Background: an optimization exercise with open tools, aiming at small area, a short achievable clock period and few clock cycles per item. Do not read the settings as production practice.
In this exercise RTL edits were held to simulation tests only and were not proved equivalent to the original.
No activity file was given, so power comes from the tool's default toggle rates.

## job 4839
## mips_core
module mips_core #(
	parameter int dmem_depth = 64
) (
	input  logic                  clk,
	input  logic                  rst,
	output logic [xlen-1:0]       pc,
	input  logic [xlen-1:0]       instr,
	output logic                  wb_en,
	output logic [reg_addr_w-1:0] wb_addr,
	output logic [xlen-1:0]       wb_data
);
	logic [29:0] pc_w;
	logic stall;
	assign pc = {pc_w, 2'b00};
	always_ff @(posedge clk or posedge rst) begin
		if (rst) begin
			pc_w <= '0;
		end else if (!stall) begin
			pc_w <= pc_w + 30'd1;
		end
	end
	logic f_is_r, f_is_lw, f_is_sw, f_we;
	logic [4:0] f_dest;
	assign f_is_r = instr[31:26] == op_rtype;
	assign f_is_lw = instr[31:26] == op_lw;
	assign f_is_sw = instr[31:26] == op_sw;
	assign f_dest = f_is_r ? instr[15:11] : instr[20:16];
	assign f_we = (f_is_r || f_is_lw) && f_dest != '0;
	logic d_is_r, d_is_lw, d_is_sw, d_we;
	logic [4:0] d_rs, d_rt, d_dest;
	logic [7:0] d_imm;
	always_ff @(posedge clk or posedge rst) begin
		if (rst) begin
			{d_is_r, d_is_lw, d_is_sw, d_we} <= '0;
		end else if (!stall) begin
			d_is_r <= f_is_r;
			d_is_lw <= f_is_lw;
			d_is_sw <= f_is_sw;
			d_we <= f_we;
		end
	end
	always_ff @(posedge clk) begin
		if (!stall) begin
			d_rs <= instr[25:21];
			d_rt <= instr[20:16];
			d_dest <= f_dest;
			d_imm <= instr[7:0];
		end
	end
	logic e_we, e_lw, e_sw;
	logic e_add, e_sub, e_and, e_or, e_nor, e_slt;
	logic [4:0] e_dest;
	logic [7:0] e_imm;
	logic [xlen-1:0] e_a, e_b;
	logic e_fb_late;
	logic m_we, m_sw, m_sdlate;
	logic [4:0] m_dest;
	logic [5:0] m_addr;
	logic [xlen-1:0] m_x;
	logic [4:0] w_addr;
	logic [xlen-1:0] w_data;
	logic d_use_rs;
	logic [4:0] ra1_n, ra2_n, wa_n;
	logic e_hit_rs, e_hit_rt, m_hit_rs, m_hit_rt;
	logic fa_m, fa_w, fa_r, fb_m, fb_w, fb_r, fb_late;
	logic [xlen-1:0] rf_a_n, rf_b_n;
	logic [3:0] fn;
	assign d_use_rs = d_is_r || d_is_lw || d_is_sw;
	logic h_e_rs, h_e_rt, h_m_rs, h_m_rt;
	always_ff @(posedge clk or posedge rst) begin
		if (rst) begin
			{h_e_rs, h_e_rt, h_m_rs, h_m_rt} <= '0;
		end else begin
			h_e_rs <= d_we && !stall && d_dest == ra1_n;
			h_e_rt <= d_we && !stall && d_dest == ra2_n;
			h_m_rs <= e_we && e_dest == ra1_n;
			h_m_rt <= e_we && e_dest == ra2_n;
		end
	end
	assign e_hit_rs = h_e_rs;
  ...
export LEC_CHECK = 0
export CAP_MARGIN = 20
export CORE_MARGIN = 2
export CORE_UTILIZATION = 35
export CTS_BUF_LIST = sky130_fd_sc_hd__clkbuf_8 sky130_fd_sc_hd__clkbuf_16
export CTS_CLUSTER_DIAMETER = 100
export CTS_CLUSTER_SIZE = 25
export PLACE_DENSITY = 0.5
export SETUP_SLACK_MARGIN = 2.8
export SLEW_MARGIN = 20
export SYNTH_HIERARCHICAL = 1
create_clock -name core_clock -period 5.5 [get_ports {clk}]
standard.sh (not shown) runs the stock make flow with config.mk's settings and CLKGATE_MAP_FILE= SYNTH_SCRIPT=/design/flow/synth_recipe.tcl, a recipe that flattens the netlist after the stock synthesis.
==> flow/flow/run.sh <==
#!/bin/bash
# The standard layout with one extra step between global placement
# (with its resizing) and detailed placement, in flow/tweak.tcl:
#  - the port buffers, which global placement inserts as delay cells, become
#    plain buf_4 cells;
#  - flip-flops driving output port buffers go from drive 1 to 2;
#  - the second level of the register file and data memory read trees
#    (nand4 gates fed by a222oi gates, which drive the trees' long wires)
#    goes from nand4_1 to nand4_2.
# Detailed placement then legalizes as usual. Each step logs to its own file.
set -euo pipefail
here=$(pwd)
res=$here/orfs/results/$FLOW_PLATFORM/mips_core/base
bash standard.sh "$res/3_4_place_resized.odb" > "$here/flow_to_resized.log" 2>&1
openroad -no_init -exit -log "$here/flow_tweak.log" "$here/flow/tweak.tcl" > "$here/flow_tweak.out" 2>&1
bash standard.sh finish > "$here/flow_finish.log" 2>&1
==> flow/flow/tweak.tcl <==
set plat $::env(FLOW_HOME)/platforms/$::env(FLOW_PLATFORM)
set res [pwd]/orfs/results/$::env(FLOW_PLATFORM)/mips_core/base
read_lef $plat/lef/sky130_fd_sc_hd.tlef
read_lef $plat/lef/sky130_fd_sc_hd_merged.lef
read_liberty $plat/lib/sky130_fd_sc_hd__tt_025C_1v80.lib
read_db $res/3_4_place_resized.odb
set db [ord::get_db]
set block [ord::get_db_block]

# port buffers: delay cells to buf_4
set buf [$db findMaster sky130_fd_sc_hd__buf_4]
set n 0
foreach bt [$block getBTerms] {
	set net [$bt getNet]
	if {$net eq "NULL"} { continue }
	foreach it [$net getITerms] {
		set inst [$it getInst]
		set m [[$inst getMaster] getName]
		if {[regexp {^sky130_fd_sc_hd__(clkdlybuf4s|dlygate4sd)} $m]} {
			$inst swapMaster $buf
			incr n
		}
	}
}
puts "port buffers swapped: $n"

# flip-flops that drive an output port buffer: drive strength 1 to 2
set n 0
foreach bt [$block getBTerms] {
	if {[$bt getIoType] ne "OUTPUT"} { continue }
	set net [$bt getNet]
	if {$net eq "NULL"} { continue }
	foreach it [$net getITerms] {
		set obuf [$it getInst]
		foreach bi [$obuf getITerms] {
			if {![$bi isInputSignal]} { continue }
			set bnet [$bi getNet]
			if {$bnet eq "NULL"} { continue }
			foreach d [$bnet getITerms] {
				if {![$d isOutputSignal]} { continue }
				set ff [$d getInst]
				set m [[$ff getMaster] getName]
				if {[regexp {^(sky130_fd_sc_hd__df[a-z]+)_1$} $m -> base]} {
					$ff swapMaster [$db findMaster ${base}_2]
					incr n
				}
			}
		}
	}
}
puts "output flip-flops upsized: $n"

# read tree second level: nand4_1 fed by a222oi_1 to nand4_2
set nand4 [$db findMaster sky130_fd_sc_hd__nand4_2]
set n 0
foreach inst [$block getInsts] {
	if {[[$inst getMaster] getName] ne "sky130_fd_sc_hd__nand4_1"} { continue }
	set fed 0
	foreach it [$inst getITerms] {
		if {![$it isInputSignal]} { continue }
		set net [$it getNet]
		if {$net eq "NULL"} { continue }
		foreach o [$net getITerms] {
			if {[$o isOutputSignal] && [[[$o getInst] getMaster] getName] eq "sky130_fd_sc_hd__a222oi_1"} {
				set fed 1
			}
		}
	}
	if {$fed} {
		$inst swapMaster $nand4
		incr n
	}
}
puts "tree nand4 upsized: $n"
write_db $res/3_4_place_resized.odb
Testbench counts of job 4839, summed over its fixed seeds: cycles 11,637, instructions 11,354.
What job 1471 does differently from job 4839 at the input level:
Settings: SETUP_SLACK_MARGIN: 2.8 -> 2.9.
## What came out
- Every stage of the flow completed for job 1471, and the final layout passed the timing, DRC and antenna checks.
- Job 4839: all stages complete, timing, DRC and antenna checks passed
- Comparing job 4839 and job 1471, the lower sum of met3 wire segment lengths after detailed routing is on job 4839.
- Layout overhead on the synthesized area was lower in job 4839 than in job 1471.
- Relative to job 4839, the share of the core filled with cells of job 1471 is higher by 0.59 points.
- In job 1471 the number of nets in the finished design turned out 145 higher than in job 4839.
Edits applied to the flow inputs when going from job 1471 to job 9589:
-- flow/flow/run.sh --
<<< job 1471, line 16
>>> job 9589, line 16
# clock tree: the standard arguments and settings, plus one static
# (root) layer, which shortens the insertion delay
export CTS_ARGS="-sink_clustering_enable -repair_clock_nets -sink_clustering_size 25 -sink_clustering_max_diameter 100 -buf_list {sky130_fd_sc_hd__clkbuf_8 sky130_fd_sc_hd__clkbuf_16} -num_static_layers 1"
[summary]
Job 9589 against job 1471: area growth from synthesis to layout stayed essentially flat, detailed-route via count up 0.33%. Per the comparison of job 9589 with job 1471, proportion of layout cells with a drive suffix above 1 up 0.16 points; register area roughly the same; number of global-route vias before repair was more or less identical; setup slack held. Comparing job 1471 with job 9589, the cell-internal power came out essentially unchanged. Comparing job 1471 and job 9589, the higher non-clock buffer count was measured on job 9589. Sequential share of layout area delta (job 9589 -> job 1471): insignificant. On power spent charging and discharging nets, job 9589 tracks job 1471 almost exactly. Any difference in share of the clock period used by the worst path after layout between job 1471 and job 9589 is small enough to ignore.
[inputs] job 1987 vs job 9589
Settings: changing CORE_UTILIZATION from 35 to 40; changing SETUP_SLACK_MARGIN from 2.9 to 2.8; removing CTS_BUF_LIST (formerly sky130_fd_sc_hd__clkbuf_8 sky130_fd_sc_hd__clkbuf_16); changing PLACE_DENSITY from 0.5 to 0.6.
-- flow/flow/run.sh --
<<< job 9589, line 6
#  - flip-flops driving output port buffers go from drive 1 to 2;
>>> job 1987, line 6
<<< job 9589, line 16
# clock tree: the standard arguments and settings, plus one static
# (root) layer, which shortens the insertion delay
export CTS_ARGS="-sink_clustering_enable -repair_clock_nets -sink_clustering_size 25 -sink_clustering_max_diameter 100 -buf_list {sky130_fd_sc_hd__clkbuf_8 sky130_fd_sc_hd__clkbuf_16} -num_static_layers 1"
>>> job 1987, line 15
-- flow/flow/tweak.tcl --
<<< job 9589, line 27
# flip-flops that drive an output port buffer: drive strength 1 to 2
set n 0
foreach bt [$block getBTerms] {
	if {[$bt getIoType] ne "OUTPUT"} { continue }
	set net [$bt getNet]
	if {$net eq "NULL"} { continue }
	foreach it [$net getITerms] {
		set obuf [$it getInst]
		foreach bi [$obuf getITerms] {
			if {![$bi isInputSignal]} { continue }
			set bnet [$bi getNet]
			if {$bnet eq "NULL"} { continue }
			foreach d [$bnet getITerms] {
				if {![$d isOutputSignal]} { continue }
				set ff [$d getInst]
				set m [[$ff getMaster] getName]
				if {[regexp {^(sky130_fd_sc_hd__df[a-z]+)_1$} $m -> base]} {
					$ff swapMaster [$db findMaster ${base}_2]
					incr n
				}
			}
		}
	}
}
puts "output flip-flops upsized: $n"

>>> job 1987, line 27
==> comparison <==
| cell area power density | lower: job 9589 |. The y dimension of the die reported for job 1987 is smaller than that of job 9589 by about 6.4%. Sort job 1987 and job 9589 by core utilization, descending, and job 1987 comes first. Compared with job 9589, job 1987 shows area of the multi-input gates that has gone down by a few percent. Via count delta (job 9589 -> job 1987): insignificant. Relative to job 9589, the maximum frequency of job 1987 is lower by 0.015 GHz. From job 9589 to job 1987 the numbers moved as follows: routed wire length now sits lower, sequential share of power now sits higher, number of buffers outside the clock class in the layout now sits lower.

==> port drivers added, routing unchanged <==
The results above use ideal ports. As a check the final layouts listed here were re-extracted and re-timed, cells and wires unchanged.
Step 1 sets driving cells, clkbuf_16 on the clock port and buf_2 on the other inputs (assumed; they add their load-dependent delay and slew).
Step 2, shift: input delay + t, output delay - t, t = (earliest + latest rising clock arrival at the registers) / 2. This alone moves slack from input paths to output paths.
Three values: no drivers, after step 1, after step 2; two values: the first two.
| run | t (ns) | slack for setup (ns) | worst hold slack (ns) | worst setup path at the end | slew at the worst register clock pin (ns) |
|---|---|---|---|---|---|
| job 4839 | 1.006 | 2.778 / 2.778 / 2.772 | 0.326 / 0.249 / 0.335 | input to register | 0.11 / 0.11 |
| job 1471 | 1.038 | 2.812 / 2.706 / 2.812 | 0.258 / 0.162 / 0.326 | register to register | 0.11 / 0.11 |
| job 9589 | 1.026 | 2.815 / 2.724 / 2.815 | 0.265 / 0.183 / 0.329 | register to register | 0.11 / 0.11 |
| job 1987 | 0.988 | 2.701 / 2.701 / 2.701 | 0.299 / 0.226 / 0.337 | register to register | 0.11 / 0.11 |
After both steps every run listed still meets setup and hold. The setup slack of job 4839, which loses most, moves by 0.000 ns with the drivers and by -0.006 ns with both steps.
